Context: an optimization exercise on an open-source flow, tuned for small area. The choices shown serve that exercise and are no tape-out recipe.
The RTL was checked by simulation tests, not by an equivalence proof against the original design.
Power and IR drop assume default switching activity.

== yarrow ==
// cms_trace_gate
module cms_trace_gate
#(
  parameter int XLEN         = 64,
  parameter int INSTR_WIDTH  = 32,
  parameter int NUM_RANGES   = 4,
  parameter int NUM_TRIGGERS = 2,
  parameter int TS_WIDTH     = 16,
  parameter int DECIM_WIDTH  = 8,
  parameter int DROP_WIDTH   = 16,
  parameter int CTRL_WRITE_ENABLE_POSEDGE_TRIGGERED = 1
) (
  input  logic                   clk,
  input  logic                   rst_n,
  input  logic [XLEN-1:0]        pc,
  input  logic [INSTR_WIDTH-1:0] instr,
  input  logic                   pc_valid,
  input  logic                   en,
  input  logic [3:0]             ctrl_addr,
  input  logic [XLEN-1:0]        ctrl_wdata,
  input  logic                   ctrl_write_enable,
  output logic                   out_valid,
  input  logic                   out_ready,
  output logic [XLEN-1:0]        out_pc,
  output logic [INSTR_WIDTH-1:0] out_instr,
  output logic [TS_WIDTH-1:0]    out_delta,
  output logic [DROP_WIDTH-1:0]  dropped_count,
  output logic [1:0]             gate_state
);
  cms_trace_gate_pkg::cms_gate_state_t state;
  cms_trace_gate_pkg::cms_gate_state_t state_n;
  ...
export LEC_CHECK = 0
export CAP_MARGIN = 20
export CORE_MARGIN = 2
export CORE_UTILIZATION = 55
export SLEW_MARGIN = 20
create_clock -name core_clock -period 6.0 [get_ports {clk}]
standard.sh (not shown) runs the stock make flow with config.mk's settings and CLKGATE_MAP_FILE= SYNTH_SCRIPT=/design/flow/synth_recipe.tcl, a recipe that flattens the netlist after the stock synthesis.
==> flow/flow/run.sh <==
#!/bin/bash
# Layout flow: the standard ORFS flow (the standard.sh, unchanged synthesis)
# with buf_4 on the input ports, buf_1 on the output ports (added right after
# global placement) and a clock tree of clkbuf_8 without dummy loads.
set -euo pipefail
cd "$(dirname "$0")/.."
export BUFFER_PORTS_ARGS="-inputs -buffer_cell sky130_fd_sc_hd__buf_4"
export POST_GLOBAL_PLACE_TCL="$PWD/flow/out_buffers.tcl"
export CTS_ARGS="-sink_clustering_enable -repair_clock_nets -sink_clustering_size 16 -sink_clustering_max_diameter 70 -buf_list sky130_fd_sc_hd__clkbuf_8 -sink_clustering_buffer sky130_fd_sc_hd__clkbuf_8 -dont_use_dummy_load"
bash standard.sh > standard_flow.log 2>&1
==> flow/flow/out_buffers.tcl <==
# Buffer every output port with the smallest plain buffer.
buffer_ports -outputs -buffer_cell sky130_fd_sc_hd__buf_1
diff inputs: yarrow => fjord
Settings: a change of CAP_MARGIN from 20 to 0; a change of CORE_UTILIZATION from 55 to 65; a change of SLEW_MARGIN from 20 to 0.
==> flow/flow/run.sh <==
#!/bin/bash
# Layout flow: the standard ORFS flow (the standard.sh, unchanged synthesis)
# with buf_2 on the ports and a clock tree of clkbuf_8
# without dummy loads.
set -euo pipefail
cd "$(dirname "$0")/.."
export BUFFER_PORTS_ARGS="-buffer_cell sky130_fd_sc_hd__buf_2"
export CTS_ARGS="-sink_clustering_enable -repair_clock_nets -sink_clustering_size 16 -sink_clustering_max_diameter 70 -buf_list sky130_fd_sc_hd__clkbuf_8 -sink_clustering_buffer sky130_fd_sc_hd__clkbuf_8 -dont_use_dummy_load"
bash standard.sh > standard_flow.log 2>&1
removed: flow/flow/out_buffers.tcl
--- outcome ---
- NOTE routed wire length on met3 yarrow->fjord increased by more than a quarter
- Measured against yarrow, the die area of fjord comes out at 0.848 times the reference value.
- Sequential share of layout area in fjord vs yarrow: up 0.55 points
- Final clock period utilization by the worst path down 9.5 points in fjord wrt yarrow
- Cell area reported after detailed placement was higher in the run labelled yarrow.
What zinc does differently from fjord at the input level:
Settings: SLEW_MARGIN now 20, was 0; CAP_MARGIN now 20, was 0; CORE_UTILIZATION now 55, was 65.
Compared zinc vs fjord, and total internal power is up in zinc. Against fjord, zinc comes in 5.9% lower on fmax. Compared with fjord, zinc degrades final cell area excluding filler cells. zinc has total of clock buffers placed in the layout above what fjord had. Wire length reported by the detailed router: fjord vs zinc, no meaningful difference. Diff fjord -> zinc: floorplan die height went up about 9%, post-route clock period utilization increased 5.4 points. Taking fjord as the reference, in zinc total power grew by 0.44%, portion of total power attributed to sequential cells shrank by 0.3 points, via count of the routed design shrank by about 3%. The run showing the smaller growth of design area from synthesis to finish is fjord.
## Diff of input files: indigo against zinc
Settings: CAP_MARGIN changed from 20 to 0; SLEW_MARGIN changed from 20 to 0; GPL_ROUTABILITY_DRIVEN newly set to 0; CORE_UTILIZATION changed from 55 to 65.
Findings:
Every stage of the flow completed for zinc, and the final layout passed the timing, design-rule and antenna checks. indigo: flow completed, timing, DRC and antenna clean. Delta (indigo minus zinc): part of the cycle the worst path needs saw a decrease, final standard cell utilization of the core increased 10 points. Diff zinc..indigo | number of H-tree levels | unchanged. Compared with zinc, in indigo leakage power total has decreased, worst hold margin increased by 8.0 ps relative to the old numbers, minimum setup slack in the final design up 180 ps. Sum of internal, switching and leakage power on indigo is ahead of zinc.
#### Input delta (onyx over indigo)
Settings: a change of CORE_UTILIZATION from 65 to 70; a change of SLEW_MARGIN from 0 to 20; a change of CAP_MARGIN from 0 to 20; a deleted GPL_ROUTABILITY_DRIVEN that had been 0.
## What came out
From indigo to onyx the numbers moved as follows: site row count now smaller; first-pass iteration count of the detailed router held steady; part of the cycle the worst path needs climbed 1.3 points.
[compare] base=indigo new=onyx: clock skew picked up an extra 43 ps; non-clock buffer count picked up an extra 2.1%.
Reported for indigo and onyx, quantity of gates resized following cts turned out identical to the last digit.
indigo has a lower total detailed-routing wirelength than onyx.
onyx — data arrival time of the critical path 320 ps higher, indigo as reference
Combinational power share, indigo and onyx: higher on onyx

== v43 ==
cms_trace_gate again, from the RTL that the note above started with.
// cms_trace_gate
module cms_trace_gate
#(
  parameter int XLEN         = 64,
  parameter int INSTR_WIDTH  = 32,
  parameter int NUM_RANGES   = 4,
  parameter int NUM_TRIGGERS = 2,
  parameter int TS_WIDTH     = 16,
  parameter int DECIM_WIDTH  = 8,
  parameter int DROP_WIDTH   = 16,
  parameter int CTRL_WRITE_ENABLE_POSEDGE_TRIGGERED = 1
) (
  input  logic                   clk,
  input  logic                   rst_n,
  input  logic [XLEN-1:0]        pc,
  input  logic [INSTR_WIDTH-1:0] instr,
  input  logic                   pc_valid,
  input  logic                   en,
  input  logic [3:0]             ctrl_addr,
  input  logic [XLEN-1:0]        ctrl_wdata,
  input  logic                   ctrl_write_enable,
  output logic                   out_valid,
  input  logic                   out_ready,
  output logic [XLEN-1:0]        out_pc,
  output logic [INSTR_WIDTH-1:0] out_instr,
  output logic [TS_WIDTH-1:0]    out_delta,
  ...
==> flow/config.mk <==
export PLATFORM = sky130hd
export DESIGN_NAME = cms_trace_gate
export DESIGN_NICKNAME = cms_trace_gate
export VERILOG_FILES = /design/flow/design.v
export SDC_FILE = /design/flow/constraint.sdc
export NUM_CORES = 4
export LEC_CHECK = 0
export CAP_MARGIN = 0
export CORE_MARGIN = 2
export CORE_UTILIZATION = 55
export GPL_TIMING_DRIVEN = 0
export SETUP_SLACK_MARGIN = 0.3
export SLEW_MARGIN = 0
==> flow/constraint.sdc <==
create_clock -name core_clock -period 6.0 [get_ports {clk}]
set_input_delay 1.2000 -clock core_clock [delete_from_list [all_inputs] [get_ports {clk}]]
set_output_delay 1.2000 -clock core_clock [all_outputs]
set_load 0.01 [all_outputs]
==> flow/flow/run.sh <==
#!/bin/bash
# Layout flow: the standard ORFS flow (the standard.sh, unchanged synthesis)
# with the smallest plain buffer on the ports and a clock tree of clkbuf_8
# without dummy loads.
set -euo pipefail
cd "$(dirname "$0")/.."
export BUFFER_PORTS_ARGS="-buffer_cell sky130_fd_sc_hd__buf_1"
export CTS_ARGS="-sink_clustering_enable -repair_clock_nets -sink_clustering_size 18 -sink_clustering_max_diameter 70 -buf_list sky130_fd_sc_hd__clkbuf_8 -sink_clustering_buffer sky130_fd_sc_hd__clkbuf_8 -dont_use_dummy_load"
bash standard.sh > standard_flow.log 2>&1
Relative to v43, the following input files were edited for v23:
Settings: removing SETUP_SLACK_MARGIN (formerly 0.3); removing GPL_TIMING_DRIVEN (formerly 0); changing SLEW_MARGIN from 0 to 20; changing CORE_UTILIZATION from 55 to 65; changing CAP_MARGIN from 0 to 20.
==> flow/flow/run.sh <==
#!/bin/bash
# Layout flow: the standard ORFS flow (the standard.sh, unchanged synthesis)
# with buf_2 on the ports and a clock tree of clkbuf_8
# without dummy loads.
set -euo pipefail
cd "$(dirname "$0")/.."
export BUFFER_PORTS_ARGS="-buffer_cell sky130_fd_sc_hd__buf_2"
export CTS_ARGS="-sink_clustering_enable -repair_clock_nets -sink_clustering_size 16 -sink_clustering_max_diameter 70 -buf_list sky130_fd_sc_hd__clkbuf_8 -sink_clustering_buffer sky130_fd_sc_hd__clkbuf_8 -dont_use_dummy_load"
bash standard.sh > standard_flow.log 2>&1
## What came out
[compare] base=v43 new=v23: fraction of standard cell area that is sequential has increased; multi-input combinational cell area has decreased; well tap count lower; number of antenna repair diodes shows a reduction of 2.
Via count of the routed design delta (v43 -> v23): insignificant
## Diff of input files: v14 against v23
Settings: CORE_UTILIZATION: 65 -> 55.
==> flow/flow/run.sh <==
#!/bin/bash
# Layout flow: the standard ORFS flow (the standard.sh, unchanged synthesis)
# with the smallest plain buffer on the ports and a clock tree of clkbuf_8
# without dummy loads.
set -euo pipefail
cd "$(dirname "$0")/.."
export BUFFER_PORTS_ARGS="-buffer_cell sky130_fd_sc_hd__buf_1"
export CTS_ARGS="-sink_clustering_enable -repair_clock_nets -sink_clustering_size 18 -sink_clustering_max_diameter 70 -buf_list sky130_fd_sc_hd__clkbuf_8 -sink_clustering_buffer sky130_fd_sc_hd__clkbuf_8 -dont_use_dummy_load"
bash standard.sh > standard_flow.log 2>&1
==> run summary <==
Of v14 and v23, the higher total power per unit cell area belongs to v23. The die used by v14 is larger than the one used by v23. v14 against v23: number of cells on the worst reg-to-reg path moved down, count of filler cells inserted in the layout climbed 43%. From v23 to v14 the numbers moved as follows: power -about 1.4%; sequential cell count ~0 delta. Between v14 and v23, the routed wire length is lower for v23.

-- static timing again, ports no longer ideal --
In the flow no input, the clock included, has a driving cell. The finished layouts below were timed again as built, in two steps. Step 1: set_driving_cell puts a clkbuf_16 on clk and a buf_2 on each other input, an assumption about the parent block. Step 2, shift: input delay + t, output delay - t, t = (earliest + latest rising clock arrival at the registers) / 2. This alone moves slack from input paths to output paths. Slacks: no drivers / after step 1 / after step 2; pairs: no drivers / after step 1.
run	t (ns)	slack for setup (ns)	worst setup path at the end	clock arrival spread, ns	worst data-port slew with drivers (ns)
yarrow	0.750	0.235 / 0.234 / -0.516	input to register	0.056 / 0.056	0.09
fjord	0.746	0.804 / 0.772 / 0.026	input to register	0.059 / 0.059	0.09
zinc	0.743	0.478 / 0.521 / -0.222	input to register	0.050 / 0.050	0.10
indigo	0.734	0.654 / 0.629 / -0.104	input to register	0.043 / 0.043	0.08
onyx	0.727	0.574 / 0.601 / -0.126	input to register	0.079 / 0.078	0.08
v43	0.806	0.272 / 0.311 / -0.495	input to register	0.052 / 0.052	0.09
v23	0.734	0.668 / 0.647 / -0.086	input to register	0.063 / 0.063	0.09
v14	0.784	0.267 / 0.307 / -0.478	input to register	0.091 / 0.091	0.09
Met with ideal ports but missed after step 2: setup timing in 7 of these runs. The setup slack of fjord, which loses most, moves by -0.032 ns with the drivers and by -0.778 ns with both steps.
